What follows belongs to an exercise in optimizing a design on an open flow for small area; a production flow would make more cautious choices.
Function was checked by simulation only, so behaviour that the tests miss may differ from the original.

===== run.sh =====
#!/bin/bash
# synth_recipe.tcl (not shown) runs the flow's synth.tcl, then flattens the netlist and writes it again
# the make line also repeats each setting of config.mk as NAME=value (left out here)
make -C /OpenROAD-flow-scripts/flow DESIGN_CONFIG=/design/flow/config.mk WORK_HOME=/design/flow/orfs CLKGATE_MAP_FILE= SYNTH_SCRIPT=/design/flow/synth_recipe.tcl finish

===== config.mk =====
export PLATFORM = sky130hd
export DESIGN_NAME = conv_core
export DESIGN_NICKNAME = conv_core
export VERILOG_FILES = /design/flow/design.v
export SDC_FILE = /design/flow/constraint.sdc
export NUM_CORES = 4
export LEC_CHECK = 0
export CAP_MARGIN = 20
export CORE_MARGIN = 2
export CORE_UTILIZATION = 40
export SLEW_MARGIN = 20

===== constraint.sdc =====
create_clock -name core_clock -period 10.0 [get_ports {clk}]
set_input_delay 2.0000 -clock core_clock [delete_from_list [all_inputs] [get_ports {clk}]]
set_output_delay 2.0000 -clock core_clock [all_outputs]
set_load 0.01 [all_outputs]

===== design.v =====
`timescale 1ns/1ps
`default_nettype none
module conv_core (
  input  wire                                  clk,
  input  wire                                  rst_n,
  input  wire [16-1:0]               ifmap_dat,
  input  wire                                  ifmap_vld,
  input  wire [16-1:0]              weights_dat,
  input  wire                                  weights_vld,
  output wire [4*32-1:0]  ofmap_dat,
  output wire                                  ofmap_vld
);
  localparam integer D  = 11;    
  localparam integer NS = 7;     
  reg  [3:0]   widx;           
  reg          wloaded;        
  reg  [15:0]  wr0 [0:3];
  reg  [15:0]  wr1 [0:3];
  reg  [15:0]  wr2 [0:3];
  reg  [15:0]  wr3 [0:3];
  always @(posedge clk or negedge rst_n) begin
    if (!rst_n) begin
      widx    <= 4'd0;
      wloaded <= 1'b0;
    end else if (weights_vld) begin
      widx <= widx + 4'd1;
      if (widx == 4'd15) wloaded <= 1'b1;
    end
  end
  reg  [15:0]  dl_d [0:D-1];
  reg  [D-1:0] dl_v;
  integer k;
  always @(posedge clk) begin
    dl_d[0] <= ifmap_dat;
    for (k = 1; k < D; k = k + 1) dl_d[k] <= dl_d[k-1];
  end
  always @(posedge clk or negedge rst_n) begin
    if (!rst_n) dl_v <= {D{1'b0}};
    else        dl_v <= {dl_v[D-2:0], ifmap_vld};
  end
  wire        pv = dl_v[D-1];                   
  wire [15:0] px = dl_d[D-1] & {16{wloaded && pv}};   
  wire [16:0] pxe = {px, 1'b0};
  wire [7:0]  b_one, b_two, b_neg;
  wire [31:0] negs;
  genvar j;
  generate
    for (j = 0; j < 8; j = j + 1) begin : g_enc
      assign b_one[j] = pxe[2*j+1] ^ pxe[2*j];
      assign b_two[j] = (pxe[2*j+2] & ~pxe[2*j+1] & ~pxe[2*j]) |
                        (~pxe[2*j+2] & pxe[2*j+1] & pxe[2*j]);
      assign b_neg[j] = pxe[2*j+2];
      assign negs[2*j]   = b_neg[j];
      assign negs[2*j+1] = 1'b0;
    end
  endgenerate
  assign negs[31:16] = 16'd0;
  reg  [4:0]   pcnt;           
  wire         pfirst = (pcnt[1:0] == 2'd0);
  wire         plast  = (pcnt[1:0] == 2'd3);
  wire         pbank  = pv && (pcnt == 5'd31);
  always @(posedge clk or negedge rst_n) begin
    if (!rst_n) pcnt <= 5'd0;
    else if (pv) pcnt <= pcnt + 5'd1;
  end
  genvar c;
  reg  [31:0]  acc  [0:3];
  wire [127:0] sum;
  generate
    for (c = 0; c < 4; c = c + 1) begin : g_col
      wire wload = weights_vld && (widx[1:0] == c);
      always @(posedge clk) begin
        if (wload || pv) begin
          wr0[c] <= wload ? weights_dat : wr3[c];
          wr1[c] <= wr0[c];
          wr2[c] <= wr1[c];
          wr3[c] <= wr2[c];
        end
      end
      wire [16:0] wx = {wr3[c][15], wr3[c]};
      wire [31:0] row [0:7];
      genvar i;
      for (i = 0; i < 8; i = i + 1) begin : g_row
        wire [16:0] m = b_one[i] ? wx : b_two[i] ? {wr3[c], 1'b0} : 17'd0;
        wire [16:0] p = m ^ {17{b_neg[i]}};
        assign row[i] = {{(15-2*i){1'b0}}, ~p[16], p[15:0], {(2*i){1'b0}}};
      end
      wire [31:0] base = pfirst ? 32'd0 : acc[c];
      assign sum[32*c +: 32] = base + 32'hAAAB0000 + negs
                             + row[0] + row[1] + row[2] + row[3]
                             + row[4] + row[5] + row[6] + row[7];
      always @(posedge clk) begin
        acc[c] <= sum[32*c +: 32];    
      end
    end
  endgenerate
  reg  [127:0] slot [0:NS-1];
  reg  [2:0]   wp, rp;
  reg  [2:0]   ocnt;
  reg          oact;
  always @(posedge clk) begin
    if (pv && plast) slot[wp] <= sum;
  end
  always @(posedge clk or negedge rst_n) begin
    if (!rst_n) begin
      wp   <= 3'd0;
      rp   <= 3'd0;
      ocnt <= 3'd0;
      oact <= 1'b0;
    end else begin
      if (pv && plast) wp <= (wp == NS-1) ? 3'd0 : wp + 3'd1;
      if (ofmap_vld) begin
        rp   <= (rp == NS-1) ? 3'd0 : rp + 3'd1;
        ocnt <= ocnt + 3'd1;
        oact <= (ocnt != 3'd7);
      end
    end
  end
  assign ofmap_vld = pbank || oact;
  assign ofmap_dat = slot[rp];
endmodule
`default_nettype wire

==> impl_metrics.env <==
export IMPL_status="complete, no violations"
export IMPL_layoutNonFillerInstCount=9384
export IMPL_async_flop_share_pct=2.08
export IMPL_die_w_um=458
export IMPL_drtIter0Drc=4585
export IMPL_cts_buffers=160
export IMPL_grt_ovfl_total=0
export IMPL_clock_fmax_mhz=120
export IMPL_layout_drive_gt1_share_pct=11.2
export IMPL_nFillCells=18400
export IMPL_relSlewSlack_pct=19.9
export IMPL_cp_arrival_ns=8.86
export IMPL_first_pass_iters=6
export IMPL_cts_tree="done"
export IMPL_clock_path_buffers=3
export IMPL_avgViaCountPerCell=5.36
export IMPL_clk_pin_slew_ns=0.06
export IMPL_grt_pass1_wl_mm=316
export IMPL_design_area_sq_um=92200
export IMPL_numPortBuffers=164
export IMPL_synthFlopType="edfxtp_1"
export IMPL_placed_cells=9079
export IMPL_start_kind="register"
export IMPL_die_h_um=458
export IMPL_yosysWarnings=7
export IMPL_synth_edf_count=1152
export IMPL_drv_cap=0
export IMPL_gp_congestion=0.870
export IMPL_dpl_hpwl_mm=135
export IMPL_wirelength_mm=207
export IMPL_synth_avg_cell_area_sq_um=12.5
export IMPL_grt_pass1_vias=51500
export IMPL_dieArea_sq_um=210000
export IMPL_yosysSeqAreaShare_pct=50.3
export IMPL_avgRoutedWirePerCell_um=22.1
export IMPL_ctsHoldBuffers=0
export IMPL_skew_ns=0.0615
export IMPL_grt_max_degree=155
export IMPL_fp_row_count=166
export IMPL_synth_top_area_share_pct=42.0
export IMPL_min_path_type="reg -> reg"
export IMPL_final_period_utilization_pct=83.5
export IMPL_crit_required_ns=10.51
export IMPL_grt_setup_unrepaired="false"
export IMPL_worstSetupPathType="reg -> reg"
export IMPL_hold_viol=0
export IMPL_vias=50300
export IMPL_final_antenna_net_count=0
export IMPL_ctsResizeCount=0
export IMPL_worst_r2r_cell_count=23
export IMPL_synth_top_area_cell="edfxtp_1"
export IMPL_timing_final_max_slew_violations=0
export IMPL_final_cell_mix="edfxtp_1 (1,152), nand2_1 (779), xnor2_1 (493)"
export IMPL_cts_setup_buffers=0
export IMPL_clk_insertion_delay_late_ns=0.83
export IMPL_syn_area_sq_um=82400
export IMPL_ys_types=73
export IMPL_globalRouteTotalUtil_pct=19.7
export IMPL_tightest_slew_ns=1.19
export IMPL_end_kind="register"
export IMPL_ys_seq_elements=1487
export IMPL_finalSetupTns_ns=0
export IMPL_cts_max_level=4
export IMPL_start_util_pct=40.2
export IMPL_ys_top_cells_by_area="edfxtp_1 (42%), fa_1 (11%), dfxtp_1 (7.4%)"
export IMPL_fin_nets=7452
export IMPL_syn2layout_area_growth_pct=11.9
export IMPL_placeableCoreArea_sq_um=205000
export IMPL_setup_viol=0
export IMPL_min_path_cells=0
export IMPL_io_pins=165
export IMPL_numClockSinks=1487
export IMPL_dpl_cell_area_sq_um=86800
export IMPL_drc=0
export IMPL_synthCells=6572
export IMPL_period_needed_ns=8.35
export IMPL_mostFrequentLayoutCell="edfxtp_1"
export IMPL_antenna_found_initial=14
export IMPL_clockRootBuffer="clkbuf_16"
export IMPL_crit_fanout=60
export IMPL_syn_nets=7469
metal layers:
| metal | GRT usage [%] | part of all wire (%) | vias to the layer above |
|---|---|---|---|
| met3 | 4.07 | 7.2 | 348 |
| met4 | 5.88 | 2.7 | 8 |
| met1 | 26.7 | 43 | 25500 |
| met2 | 31.8 | 47 | 1657 |
| met5 | 0 | 0.022 | - |
| li1 | - | - | 22800 |
worst max-delay path, stage by stage, from the launching register on:
cell      delay [ns]
dfxtp_1         0.75
inv_1           0.48
or3_1           0.48
a21oi_4         0.15
buf_4           0.70
a22oi_1         0.18
xnor2_1         0.21
fa_1            0.62
inv_1           0.07
fa_1            0.48
fa_1            0.49
inv_1           0.05
fa_1            0.47
inv_1           0.04
ha_1            0.27
ha_1            0.36
a41o_1          0.24
a21oi_1         0.21
o31ai_4         0.13
a41oi_1         0.39
a31oi_1         0.20
o21ai_1         0.24
a21o_1          0.16
a21boi_0        0.64
metrics by stage:
stage          hold WS (ns)  utilization (%)  worst slack, ns
2_1_floorplan         0.310                -             1.47
3_3_place_gp          0.310             42.4             1.92
3_5_place_dp          0.312             42.4             1.80
4_1_cts               0.304             45.0             1.78
5_1_grt               0.312             45.0             1.21
6_report              0.305             45.0             1.65
cell families (layout without fill, tap and decap cells):
group	count (synthesis)	after routing	synth area share [%]
XOR/XNOR	589	589	6.26
multiplexers	484	484	8.12
adder cells (fa/ha/maj)	861	861	17.1
AO/OA/AOI/OAI	980	980	7.30
buffers and inverters	928	1048	4.35
other	0	4	0
flip-flops	1487	1487	50.3
AND/OR/NAND/NOR	1243	1243	6.58
synthesized netlist by cell type, drive strengths merged (3+ instances only):
library cell and count:
edfxtp 1152, mux4 128, and4 3, a21oi 363, a41oi 5, nor4 3, a22o 6, nand2 791
a31o 3, o21a 15, nor2 126, xor2 94, mux2i 159, mux2 197, fa 440, o21bai 8
xnor2 495, o31ai 6, o211ai 17, a211o 7, o21ai 215, a22oi 196, a21o 48, buf 135
clkbuf 316, nor3 17, inv 476, dfrtp 31, a2111oi 6, nand4 13, a31oi 31, and2 10
and3 13, dfxtp 304, nand2b 70, nor2b 121, ha 421, nor3b 4, or3 10, a21boi 7
nand3 55, a211oi 34
area by class of cell:
cell class                 count  area (sq um)  area share, %
sequential                  1487         41500           45.0
clock buffer                 210          4300           4.67
inverter                     477          1790           1.94
antenna                        4          10.0         0.0109
clock inverter                89          1070           1.16
timing repair buffer         272          2550           2.77
multi-input combinational   4157         37600           40.8
tap                         2688          3360           3.65
flip-flops by register name (all words and copies together), names as in the netlist, 4 cells and up:
signal  count
acc       128
dl_d      176
dl_v       11
pcnt        5
slot      896
widx        4
wr0        64
wr1        64
wr2        64
wr3        64
final timing paths:
| kind | slack, ns | startpoint | to |
|---|---|---|---|
| setup / recovery | 1.65 | dl_d[10][9] | slot[4][60] |
| hold / removal | 0.31 | dl_d[7][11] | dl_d[8][11] |
| setup reg to reg | 1.65 | dl_d[10][9] | slot[4][60] |
| hold reg to reg | 0.31 | dl_d[7][11] | dl_d[8][11] |
| max in group asynchronous | 8.21 | rst_n | rp[1] |
| min in group asynchronous | 1.24 | rst_n | dl_v[0] |

[what the ideal ports hide]
The results above use ideal ports. As a check the final layout listed here was re-extracted and re-timed, cells and wires unchanged.
Step 1 (the two cells are an assumption about what drives the block):
set clk [get_ports {clk}]
set_driving_cell -lib_cell sky130_fd_sc_hd__clkbuf_16 $clk
set_driving_cell -lib_cell sky130_fd_sc_hd__buf_2 [delete_from_list [all_inputs] $clk]
Step 2 moves the port delays by t, midway between the first and last clock arrival at a register: inputs arrive t later, outputs are due t later. That takes back most of the time a late clock gives input paths.
a / b / c = ideal / step 1 / step 2; a / b = the first two.
t (ns): 0.886
setup WS [ns]: 1.651 / 1.651 / 1.651
hold slack, ns: 0.305 / 0.305 / 0.305
worst data-port slew with drivers (ns): 0.07
pins driven straight from the clock port: 1
After both steps this run still meets setup and hold. For this run, drivers alone change the setup slack by 0.000 ns; drivers and shift together by 0.000 ns.
